What follows belongs to an exercise in optimizing a design on an open flow for small area, a short achievable clock period and few clock cycles; a production flow would make more cautious choices.
Function was not checked in any run shown here: the RTL went through the layout flow alone.
No activity file was given, so power comes from the tool's default toggle rates.

==> design/flow/design.v <==
module shared_mem_responder #(
    parameter int ADDR_W = 16,
    parameter int DATA_W = 16,
    parameter int DEPTH  = 256
) (
    input  logic                clk,
    input  logic                rst_n,
    input  logic [2:0]          read,
    input  logic [2:0]          write,
    input  logic [3*ADDR_W-1:0] address,
    input  logic [3*DATA_W-1:0] data_in,
    output logic [3*DATA_W-1:0] data_out,
    output logic [2:0]          ack,
    output logic                busy,
    output logic [1:0]          grant_id,
    output logic                err_oor,
    output logic                err_proto
);
    localparam int IDX_W = $clog2(DEPTH);
    localparam int GRP_W = 2;                  
    localparam int NGRP  = 1 << GRP_W;
    logic [DEPTH-1:0][DATA_W-1:0] mem_q;
    logic [2:0] inflight_q;
    logic [2:0] elig;
    logic [2:0] pick;
    assign elig = (read | write) & ~inflight_q;
    assign pick = {elig[2] & ~elig[1] & ~elig[0], elig[1] & ~elig[0], elig[0]};
    logic              s1_valid_q;
    logic [1:0]        s1_core_q;
    logic              s1_rd_q, s1_wr_q, s1_oor_q;
    logic [IDX_W-1:0]  s1_addr_q;
    logic [15:0]       s1_hi_q;       
    logic [3:0]        s1_mid_q;      
    logic [3:0]        s1_lo_q;       
    logic [DATA_W-1:0] s1_wdata_q;
    logic [ADDR_W-1:0] p_addr;
    logic [DATA_W-1:0] p_wdata;
    logic              p_rd, p_wr;
    logic [1:0]        p_core;
    assign p_addr  = ({ADDR_W{pick[0]}} & address[0*ADDR_W +: ADDR_W])
                   | ({ADDR_W{pick[1]}} & address[1*ADDR_W +: ADDR_W])
                   | ({ADDR_W{pick[2]}} & address[2*ADDR_W +: ADDR_W]);
    assign p_wdata = ({DATA_W{pick[0]}} & data_in[0*DATA_W +: DATA_W])
                   | ({DATA_W{pick[1]}} & data_in[1*DATA_W +: DATA_W])
                   | ({DATA_W{pick[2]}} & data_in[2*DATA_W +: DATA_W]);
    assign p_rd    = |(pick & read);
    assign p_wr    = |(pick & write);
    assign p_core  = {pick[2], pick[1]};
    logic              s2_valid_q;
    logic [1:0]        s2_core_q;
    logic              s2_ld_q, s2_oor_q, s2_proto_q;
    logic [GRP_W-1:0]  s2_grp_q;
    logic [DATA_W-1:0] s2_cand_q [NGRP];
    logic s1_wen_q, s1_keep_q;
    logic p_wen;
    assign p_wen = p_wr & ~|p_addr[ADDR_W-1:IDX_W];
    logic [2:0]          ack_q;
    logic                busy_q;
    logic [1:0]          grant_q;
    logic [3*DATA_W-1:0] data_out_q;
    logic                err_oor_q, err_proto_q;
    logic [DATA_W-1:0]   rdata;
    logic [2:0]          ack_nx;
    assign rdata  = s2_oor_q ? '0 : s2_cand_q[s2_grp_q];
    assign ack_nx = s2_valid_q ? (3'b001 << s2_core_q) : 3'b000;
    always_ff @(posedge clk or negedge rst_n) begin
        if (!rst_n) begin
            inflight_q  <= 3'b000;
            s1_valid_q  <= 1'b0;
            s1_wen_q    <= 1'b0;
            s1_keep_q   <= 1'b1;
            s2_valid_q  <= 1'b0;
            ack_q       <= 3'b000;
            busy_q      <= 1'b0;
            grant_q     <= 2'd2;
            data_out_q  <= '0;
            err_oor_q   <= 1'b0;
            err_proto_q <= 1'b0;
        end else begin
            inflight_q <= (inflight_q | pick) & ~ack_nx;
            s1_valid_q <= |pick;
            s1_wen_q   <= p_wen;
            s1_keep_q  <= ~p_wen;
            s2_valid_q <= s1_valid_q;
            ack_q      <= ack_nx;
            busy_q     <= s2_valid_q;
            if (s2_valid_q) begin
                grant_q <= s2_core_q;
                if (s2_ld_q) data_out_q[int'(s2_core_q)*DATA_W +: DATA_W] <= rdata;
                if (s2_oor_q)   err_oor_q   <= 1'b1;
                if (s2_proto_q) err_proto_q <= 1'b1;
            end
        end
    end
    always_ff @(posedge clk) begin
        s1_core_q  <= p_core;
        s1_rd_q    <= p_rd;
        s1_wr_q    <= p_wr;
        s1_oor_q   <= |p_addr[ADDR_W-1:IDX_W];
        s1_addr_q  <= p_addr[IDX_W-1:0];
        s1_hi_q    <= 16'd1 << p_addr[7:4];
        s1_mid_q   <= 4'd1 << p_addr[3:2];
        s1_lo_q    <= 4'd1 << p_addr[1:0];
        s1_wdata_q <= p_wdata;
        s2_core_q  <= s1_core_q;
        s2_ld_q    <= s1_rd_q & ~s1_wr_q;
        s2_oor_q   <= s1_oor_q;
        s2_proto_q <= s1_rd_q & s1_wr_q;
        s2_grp_q   <= s1_addr_q[GRP_W-1:0];
        for (int g = 0; g < NGRP; g++)
            s2_cand_q[g] <= cand[g];
    end
    logic [DATA_W-1:0] cand [NGRP];
    always_comb begin
        for (int g = 0; g < NGRP; g++) begin
            cand[g] = '0;
            for (int a = 0; a < 16; a++)
                for (int b = 0; b < 4; b++)
                    cand[g] = cand[g] | ({DATA_W{s1_hi_q[a] & s1_mid_q[b]}} & mem_q[16*a + 4*b + g]);
        end
    end
    for (genvar w = 0; w < DEPTH; w++) begin : g_word
        logic sel_w, we_w, keep_w;
        assign sel_w  = s1_hi_q[w/16] & s1_mid_q[(w/4)%4] & s1_lo_q[w%4];
        assign we_w   = s1_wen_q & sel_w;
        assign keep_w = s1_keep_q | ~sel_w;
        always_ff @(posedge clk) begin
            mem_q[w] <= ({DATA_W{we_w}} & s1_wdata_q) | ({DATA_W{keep_w}} & mem_q[w]);
        end
    end
    assign ack       = ack_q;
    assign busy      = busy_q;
    assign grant_id  = grant_q;
    assign data_out  = data_out_q;
    assign err_oor   = err_oor_q;
    assign err_proto = err_proto_q;
endmodule
==> design/flow/run.sh <==
#!/bin/bash
# synth_recipe.tcl (not shown) runs the flow's synth.tcl, then flattens the netlist and writes it again
# the make line also repeats each setting of config.mk as NAME=value (left out here)
make -C /OpenROAD-flow-scripts/flow DESIGN_CONFIG=/design/flow/config.mk WORK_HOME=/design/flow/orfs CLKGATE_MAP_FILE= SYNTH_SCRIPT=/design/flow/synth_recipe.tcl finish
==> design/flow/config.mk <==
export PLATFORM = sky130hd
export DESIGN_NAME = shared_mem_responder
export DESIGN_NICKNAME = shared_mem_responder
export VERILOG_FILES = /design/flow/design.v
export SDC_FILE = /design/flow/constraint.sdc
export NUM_CORES = 4
export LEC_CHECK = 0
export CAP_MARGIN = 20
export CORE_MARGIN = 2
export CORE_UTILIZATION = 55
export CTS_CLUSTER_DIAMETER = 60
export CTS_CLUSTER_SIZE = 30
export PLACE_DENSITY = 0.65
export SETUP_SLACK_MARGIN = 3.3
export SLEW_MARGIN = 20
==> design/flow/constraint.sdc <==
create_clock -name core_clock -period 6.0 [get_ports {clk}]
set_input_delay 1.2000 -clock core_clock [delete_from_list [all_inputs] [get_ports {clk}]]
set_output_delay 1.2000 -clock core_clock [all_outputs]
set_load 0.01 [all_outputs]
==> results of run 1 <==
## timing repair
item | 4_1_cts | 5_1_grt
endpoints found under the setup margin | 3899 | 1719
gates cloned | 40 | 25
setup buffers | 237 | 132
pin swaps | 145 | 170
gates resized for setup | 799 | 335
## path summary, 6_finish.rpt
path | to | slack, ps
worst max-delay path | s2_cand_q[3][3] | 2630
worst min-delay path | s1_valid_q | 310
worst max register to register | s2_cand_q[3][3] | 2630
worst min register to register | s2_grp_q[1] | 340
max in group asynchronous | data_out_q[38] | 5100
min in group core_clock | s2_grp_q[1] | 340
## routing by layer
metal	track usage, %	vias up
li1	-	54700
met1	68.3	74100
met2	74.2	17100
met3	31.8	4865
met4	45.8	86
met5	5.10	-
## flip-flops by register name, summed over array words and instances, names as in the netlist, 3 cells and up
register and count:
ack_q 3, s1_lo_q 4, s2_cand_q 64, s1_hi_q 16
inflight_q 3, mem_q 4096, data_out_q 48, s1_wdata_q 16
s1_mid_q 4
## kinds of logic after synthesis
family	synth area share, %
AO/OA/AOI/OAI	35.8
flip-flops	55.8
buffers and inverters	4.31
AND/OR/NAND/NOR	3.88
multiplexers	0.248
adder cells (fa/ha/maj)	0.0406
## synthesized netlist by cell type, types with 5 or more instances
| cell type | number |
|---|---|
| nand2_1 | 452 |
| a21oi_1 | 116 |
| or4_1 | 8 |
| dfxtp_1 | 4214 |
| a41oi_1 | 24 |
| o221ai_1 | 10 |
| a22oi_1 | 1298 |
| o2111ai_1 | 10 |
| o22ai_1 | 68 |
| o211ai_1 | 17 |
| nand3_1 | 156 |
| a222oi_1 | 300 |
| ha_1 | 5 |
| o21ai_0 | 82 |
| a221oi_1 | 156 |
| clkbuf_1 | 1049 |
| nor2_1 | 327 |
| a31oi_1 | 53 |
| nor2b_1 | 10 |
| buf_1 | 195 |
| nor4_1 | 38 |
| and4_1 | 6 |
| a41o_1 | 9 |
| dfrtp_1 | 61 |
| nor3_1 | 38 |
| buf_6 | 5 |
| nand4_1 | 136 |
| a211oi_1 | 5 |
| and2_0 | 8 |
| o22a_1 | 5 |
| a221o_1 | 6 |
| and2_1 | 65 |
| a22o_1 | 4369 |
| or3_1 | 12 |
| mux4_2 | 16 |
| nand2b_1 | 16 |
| buf_2 | 353 |
| a2111oi_0 | 11 |
| inv_1 | 36 |
## cell type report
type                            instances  area, um^2  area share [%]
Antenna cell                          107         268           0.150
Multi-Input combinational cell       7880       64300            36.0
Inverter                               39         198           0.111
Tap cell                             3724        4660            2.61
Clock inverter                        184        2450            1.37
Sequential cell                      4277       86100            48.2
Timing Repair inverter                  1        8.76         0.00490
Clock buffer                          306        7330            4.10
Timing Repair Buffer                 1144       13300            7.46
## through the flow
stage	area (um^2)	hold WS (ps)	cells
final	179000	312	17700
after global routing	178000	351	17600
after CTS	175000	346	17400
after detailed placement	160000	315	16600
after global placement	159000	312	16600
after floorplan	154000	310	13800
## power by group through the flow
stage | registers [mW] | clock network (mW) | logic [mW]
floorplan | 32.3 | 0 | 7.64
global placement | 34.0 | 0 | 13.2
detailed placement | 34.1 | 0 | 13.4
CTS | 33.3 | 21.6 | 15.6
global route | 33.6 | 22.7 | 17.0
finish | 33.6 | 22.0 | 17.8
==> out/summary.md, run 1 <==
The run finished with no timing, DRC or antenna violations. Antenna violation net count after detailed routing: 0. For this design the ratio of total power to cell area is 411 nW/um^2. The post-route minimum period was 3370 ps; the final max-slew violation count was 0.

The maximum number of pins on one net before global-route repair was 139; the final-layout setup total negative slack was 0 ps. Once layout is complete, the utilization of the core stands at 64.0%. The design draws 73.4 mW.

The logs give 13,700 for the net count reported at finish and 166,000 um for the met3 layer wire length in the routed design. Leaving out fill and tap cells, the most frequent cell in the layout is a22o_1. The clock network accounts for 29.9% of the total power. Area of the die: 285,000 um^2.

The routed wire length on met2 is 324,000 um, and the width of the die is 533 um. Once detailed placement completed, the half-perimeter wirelength came to 491,000 um. The total routed wire length on the met1 layer was 287,000 um. The tools report the type of element capturing the critical path as a flop. The final routed wire length divided by cell count was 49.4 um; the relative area change from synthesis to final layout was 15.9%.

The portion of synthesized cell area occupied by the leading cell type came out at 54.7%. For the net switching power, the log shows 27.7 mW. Ranked by total cell area, the synthesized netlist is headed by dfxtp_1 55%, a22o_1 25%, a22oi_1 6.3%. The switching part of the total is 37.7%. The highest routed metal layer is met5. Setup repair after global routing could not meet its margin everywhere.

Of the available clock period, the critical path in the final layout requires 56.1%. In this design, the stage delay of the slowest critical-path cell is 770 ps. The netlist uses 63 different library cells.

Final clock skew: 49.2 ps. The class of the most critical hold timing path is input port to async pin. The worst reg2reg path depth works out to 6.

In this run the deepest clock path goes through 4 buffers. The logs give 0 for the final count of hold timing violations and 32,000 for the number of DRC markers after the initial detailed-route iteration. The combined global-route utilization of all metal layers came out at 57.3%.

For this design, the slowest cell found on the critical path is a222oi_1. The synthesized netlist occupies a cell area of 154,000 um^2. By startpoint and endpoint, the worst setup path is classified as flop to flop.

The first detailed-routing pass took 17 iterations. The logs give 4,277 for the CTS sink count and 269 for the TritonCTS buffer count. The core region is 279,000 um^2.

The DRC violations left is 0, and the clock-pin slew on the worst setup and hold paths is 100 ps. For the worst setup path, the data arrival time is 4050 ps. The tools report the sum of routed wire length over all layers as 872,000 um. STA puts the critical path data required time at 6680 ps. For the net count after synthesis, the log shows 13,900.

The worst register-to-register path begins at s1_hi_q[10]. Of the synthesized area, sequential elements account for 55.8%. Port buffering added 159 buffers. Setup slack closes at 2630 ps. The number of violations of the max-capacitance limit is 0. The number of antenna violations at the first check in global routing came out at 104.

Of all nets on the critical path, the largest fanout is 40. TritonCTS built the clock tree. In the layout the commonest cells are 4,368 x a22o_1, 4,175 x dfxtp_1, 1,239 x a22oi_1.

Setup violations remaining at the end of the flow were counted as 0. In the synthesized netlist the dominant register cell turns out to be dfxtp_1. Walking the worst path, the cells encountered are buf_12 > buf_12 > a22oi_2 > nand4_1 > a222oi_1 > nand4_1. Per report_power, the sequential group accounts for 45.8% of the total. The synthesized netlist cell count is 13,800, and the total stage count of the critical path is 6.

The mean cell area of the mapped netlist came out at 11.2 um^2. Fill cells in the final layout number 21,800. The floorplan has 194 rows.

Buffers inserted to repair hold after CTS numbered 0. Internal power of the cells: 45.8 mW. The dominant delay contributor by cell family on the critical path is compound AO/OA/AOI/OAI gates. For this run the aggregate overflow at the end of global routing stands at 0. In this run, synthesis inferred 0 flip-flops with an integrated enable.

The H-tree was split into 5 levels. The async set or reset register ratio after synthesis was 1.47%. In this run the clock root is driven by a clkbuf_16. The share of total power dissipated in combinational logic is 24.3%. For the pin with the worst max-slew slack, the measured transition is 1420 ps. The logs give 3 for the count of yosys warnings during synthesis and 134,000 for the number of global-route vias before repair. The tools report the clock latency of the later-clocked register in the worst-skew pair as 1040 ps.

Cells with a size suffix above 1 make up 15.8% of the layout. At the end of routability-driven placement, the weighted congestion stood at 1.04. The critical path starts at s1_hi_q[10].

Vertical extent of the die: 533 um. The worst IR drop on VDD came out at 0.000362 V. In this run the count of I/O pins placed on the die edge is 160. For the worst slack at placement, the log shows 1990 ps. The synthesized design spends more area on one cell type than any other, namely dfxtp_1. The leakage power is 66.8 nW, and the flip-flop and latch count after synthesis is 4,277. The routed layout has 151,000 vias. The buffering stage count on the worst path with inverters included works out to 2.

Headroom to the max-slew limit came out at 4.83%. Once the floorplan was initialized, standard cells occupied 55.2% of the core. STA classifies the critical path startpoint as a flop. The first global-routing pass estimated 1,140,000 um of wire. After detailed routing, the number of vias per cell comes to 8.54. The maximum clock rate came out at 0.297 GHz.
==> inputs of run 2 (changes only) <==
--- a/design/flow/config.mk
+++ b/design/flow/config.mk
@@ -8,8 +8,6 @@
 export CAP_MARGIN = 20
 export CORE_MARGIN = 2
 export CORE_UTILIZATION = 55
-export CTS_CLUSTER_DIAMETER = 60
-export CTS_CLUSTER_SIZE = 30
 export PLACE_DENSITY = 0.65
 export SETUP_SLACK_MARGIN = 3.3
 export SLEW_MARGIN = 20
==> run 2 against run 1 <==
  * Clock power up 28%
  * Still clean
  * Die area stayed put
  * Wire length rose by 0.17%
  * Combinational power about the same
  * Sequential share of layout area fell by 1.1 points
  * Count of clock-buffer cells in the layout grew 312
  * Via count up 0.79%
  * Flip-flop and latch count unchanged
  * Final area up 2.3%
  * Clock skew is 3.4 ps lower
  * Critical path depth unchanged
==> out/summary.md, run 2 <==
The area of the die was 285,000 um^2 (unchanged). The run gives 13,900 (was 13,700) as the net count reported at finish. TritonCTS built the clock tree. The tools report the count of yosys warnings during synthesis as 3 (unchanged). For the data required time at the worst endpoint, the log shows 6710 ps (was 6680 ps). Element type at the critical path start: a flop (unchanged).

Clock root buffer: clkbuf_16 (unchanged). The run finished with no timing, DRC or antenna violations. The maximum fanout count along the critical path came out at 8 (was 40).

Class of the most critical hold timing path: input port to async pin (unchanged). The cell accounting for the most synthesized area is dfxtp_1 (unchanged). CP Cell Sequence: buf_12 > buf_16 > a22oi_2 > nand4_1 > a222oi_1 > nand4_1 (was buf_12 > buf_12 > a22oi_2 > nand4_1 > a222oi_1 > nand4_1).

Main area contributors after synthesis: dfxtp_1 55%, a22o_1 25%, a22oi_1 6.3% (unchanged). The worst relative slew slack was 5.94% (was 4.83%). The peak per-stage delay on the critical path came out at 860 ps (was 770 ps).

The leftover overflow at the end of global routing is 0 (unchanged). The category of the critical setup timing path was flop to flop (unchanged). The slew of the pin with the lowest slew margin was 1410 ps (was 1420 ps). The summed instance area of the synthesized netlist was 154,000 um^2 (unchanged); the TritonCTS buffer count was 424 (was 269). The fraction of the yosys area taken by sequential cells was 55.8% (unchanged); the placeable core region was 279,000 um^2 (unchanged). Final clock skew: 45.8 ps (was 49.2 ps). Internal power of the cells: 51.3 mW (was 45.8 mW). The portion of synthesized cell area occupied by the leading cell type is 54.7% (unchanged), and the number of violations of the max-capacitance limit is 0 (unchanged). The logs give 28.0 mW (was 27.7 mW) for the net switching power and 13 (was 17) for the number of detailed-route iterations in the first pass.

Number of global-route vias before repair: 135,000 (was 134,000). The run gives 0 (unchanged) as the post-cts hold buffer count. The number of synthesized flops with an enable pin is 0 (unchanged). The per-cell via count in the routed design works out to 8.48 (was 8.54). The post-route minimum period was 3280 ps (was 3370 ps); the wire length of the first global-routing pass was 1,150,000 um (was 1,140,000 um). The logs give 0.000380 V (was 0.000362 V) for the worst IR drop on VDD and 0 (unchanged) for the number of setup violations in the final report.

Setup repair after global routing could not meet its margin everywhere. The tools report the total of fill cells in the finished design as 21,400 (was 21,800). Most numerous cell in the Yosys netlist: a22o_1 (unchanged). The data arrival time of the critical path is 4000 ps (was 4050 ps), and the number of DRC markers after the initial detailed-route iteration is 31,900 (was 32,000). The antenna violation net count after detailed routing was 0 (unchanged). The HPWL after detailed placement came out at 491,000 um (unchanged). The via count was 152,000 (was 151,000); the sequential power share was 42.4% (was 45.8%). The clock-pin slew on the worst setup and hold paths was 70 ps (was 100 ps). Net count after synthesis: 13,900 (unchanged). The floorplan row count is 194 (unchanged), and the width of the die is 533 um (unchanged). The final critical-path share of the clock period is 54.7% (was 56.1%). Post-synth top cells: 4,369 x a22o_1, 4,214 x dfxtp_1, 1,298 x a22oi_1 (unchanged). The logs give 86,100 um^2 (about the same) for the area occupied by registers and 4 (unchanged) for the maximum buffer depth of the clock tree.

Registers with the highest flip-flop counts: mem_q x4096, s2_cand_q x64, data_out_q x48 (unchanged). The relative area change from synthesis to final layout works out to 18.5% (was 15.9%). The number of flip-flops under the largest register name was 4,096 (unchanged). The power density of the placed cells was 434 nW/um^2 (was 411 nW/um^2); the total of buffers placed on input and output ports was 159 (unchanged). The vertical extent of the die is 533 um (unchanged). The utilization after layout was 65.5% (was 64.0%); the last weighted congestion value of the routability-driven placer was 1.04 (unchanged). The final count of hold timing violations was 0 (unchanged).

The number of antenna violations at the first check in global routing came out at 103 (was 104). The mean cell area of the mapped netlist came out at 11.2 um^2 (unchanged). The depth of the CTS H-tree was 5 (unchanged); the maximum number of pins on one net before global-route repair was 139 (unchanged). The fraction of final layout cells sized beyond drive strength 1 is 16.7% (was 15.8%).

The tools report the portion of total power attributed to the clock network as 35.4% (was 29.9%). For the combined global-route utilization of all metal layers, the log shows 57.3% (about the same). The tools report the count of different cell masters after synthesis as 63 (unchanged). The logs give 4,277 (unchanged) for the CTS sink count and 13,800 (unchanged) for the synthesized netlist cell count. The async set or reset register ratio after synthesis came out at 1.47% (unchanged). The tools report the I/O pin total as 160 (unchanged). The predominant post-synthesis flop cell is dfxtp_1 (unchanged). The fraction of power consumed by combinational cells is 22.1% (was 24.3%). The flip-flop and latch count after synthesis was 4,277 (unchanged); the final routed wire length divided by cell count was 48.7 um (was 49.4 um). The tools report the final max-slew violation count as 0 (unchanged).

Among the stages of the critical path, the cell type that occurs most often is nand4_1. The leakage power is 68.7 nW (was 66.8 nW). Register ranked first by flip-flop count: mem_q (unchanged). Most frequent standard cell in the layout excluding fill and tap cells: a22o_1 (unchanged).

The highest-delay cell along the critical path was a222oi_1 (unchanged). The multi-input combinational cell area is 64,000 um^2 (was 64,300 um^2). The final-layout setup total negative slack is 0 ps (unchanged). The maximum clock rate came out at 0.305 GHz (was 0.297 GHz). Type of element capturing the critical path: a flop (unchanged).

The switching part of the total is 35.3% (was 37.7%), and the sum of routed wire length over all layers is 873,000 um (was 872,000 um). DRC violations left: 0 (unchanged). The logs give 55.2% (unchanged) for the initial standard-cell utilization of the core and 1070 ps (was 1040 ps) for the clock latency of the later-clocked register in the worst-skew pair. Top library cells by usage in the layout, fill and taps aside: 4,367 x a22o_1, 4,176 x dfxtp_1, 1,240 x a22oi_1 (was 4,368 x a22o_1, 4,175 x dfxtp_1, 1,239 x a22oi_1).
[run 2: cell counts after synthesis]
Identical to the previous run, type by type.
[run 2: path summary, 6_finish.rpt]
kind | start | to | slack, ps | cells after the start
max | s1_hi_q[5] | s2_cand_q[3][3] | 2720 | 6
min in group core_clock | s1_addr_q[1] | s2_grp_q[1] | 340 | 0
min reg2reg | s1_addr_q[1] | s2_grp_q[1] | 340 | 0
max reg2reg | s1_hi_q[5] | s2_cand_q[3][3] | 2720 | 6
min | rst_n | s2_valid_q | 300 | 2
max in group asynchronous | rst_n | data_out_q[38] | 5150 | 2
[run 2: cell families (layout without fill, tap and decap cells)]
logic type	after synthesis	count (layout)	synth area share, %
compound gates	6557	6557	35.8
flops	4277	4277	55.8
buf+inv	1641	1951	4.31
simple gates	1295	1298	3.88
mux	18	18	0.248
fa+ha+maj	5	5	0.0406
other cells	0	102	0
[run 2: critical path, delay by kind of cell, from the launching register on]
| family | cells | cell delay, ps |
|---|---|---|
| compound gates | 2 | 980 |
| buf+inv | 2 | 370 |
| flops | 1 | 490 |
| simple gates | 2 | 1060 |
[run 2: repair_timing]
action / 4_1_cts / 5_1_grt
gates resized for setup: 764 / 305
endpoints found under the setup margin: 3786 / 1528
cloned: 34 / 26
setup buffers: 228 / 137
pin swaps: 122 / 172
[run 2: layout make-up]
cell class | count | area share [%]
Tap cell | 3724 | 2.55
Clock inverter | 157 | 1.04
Multi-Input combinational cell | 7878 | 35.0
Inverter | 39 | 0.116
Antenna cell | 102 | 0.140
Clock buffer | 618 | 6.88
Sequential cell | 4277 | 47.1
Timing Repair Buffer | 1137 | 7.13
[run 2: power by group through the flow]
stage               Sequential (mW)  Combinational [mW]  Clock [mW]
detailed placement             34.1                13.4           0
CTS                            33.3                15.3        27.7
global placement               34.0                13.2           0
floorplan                      32.3                7.64           0
global route                   33.6                16.8        28.9
finish                         33.6                17.5        28.1
[run 2: stage by stage]
stage	setup WS, ps	instance area, um^2	cells	power, mW	hold slack (ps)
4_1_cts	3040	179000	17700	76.3	337
6_report	2720	183000	17900	79.3	298
3_3_place_gp	1530	159000	16600	47.2	312
3_5_place_dp	1990	160000	16600	47.5	315
2_1_floorplan	3360	154000	13800	40.0	310
5_1_grt	2980	183000	17900	79.3	341
[run 2: per-layer routing]
layer | vias to the layer above | wire length [um] | track usage, %
li1 | 55000 | - | -
met5 | - | 1960 | 3.81
met4 | 82 | 95000 | 46.3
met3 | 5123 | 165000 | 31.0
met1 | 74600 | 288000 | 68.4
met2 | 17200 | 323000 | 74.6

[separate check: timing with driven ports]
Ports are ideal in the flow. The routed layouts listed here were re-timed in OpenROAD. Step 1 (the two cells are an assumption about what drives the block):
set clk [get_ports {clk}]
set_driving_cell -lib_cell sky130_fd_sc_hd__clkbuf_16 $clk
set_driving_cell -lib_cell sky130_fd_sc_hd__buf_2 [delete_from_list [all_inputs] $clk]
Step 2 times the ports against the registers' clock, not the clock port: input delays grow and output delays shrink by t, the midpoint of the rising clock arrivals with the driver on. a / b / c = ideal / step 1 / step 2; a / b = the first two.
| run | t, ns | setup WS [ns] | latest minus earliest clock arrival (ns) |
|---|---|---|---|
| run 1 | 1.131 | 2.632 / 2.632 / 2.420 | 0.055 / 0.055 |
| run 2 | 1.168 | 2.717 / 2.717 / 2.284 | 0.057 / 0.056 |
After both steps setup and hold are still met in every run listed. The setup slack of run 2, which loses most, moves by 0.000 ns with the drivers and by -0.433 ns with both steps.
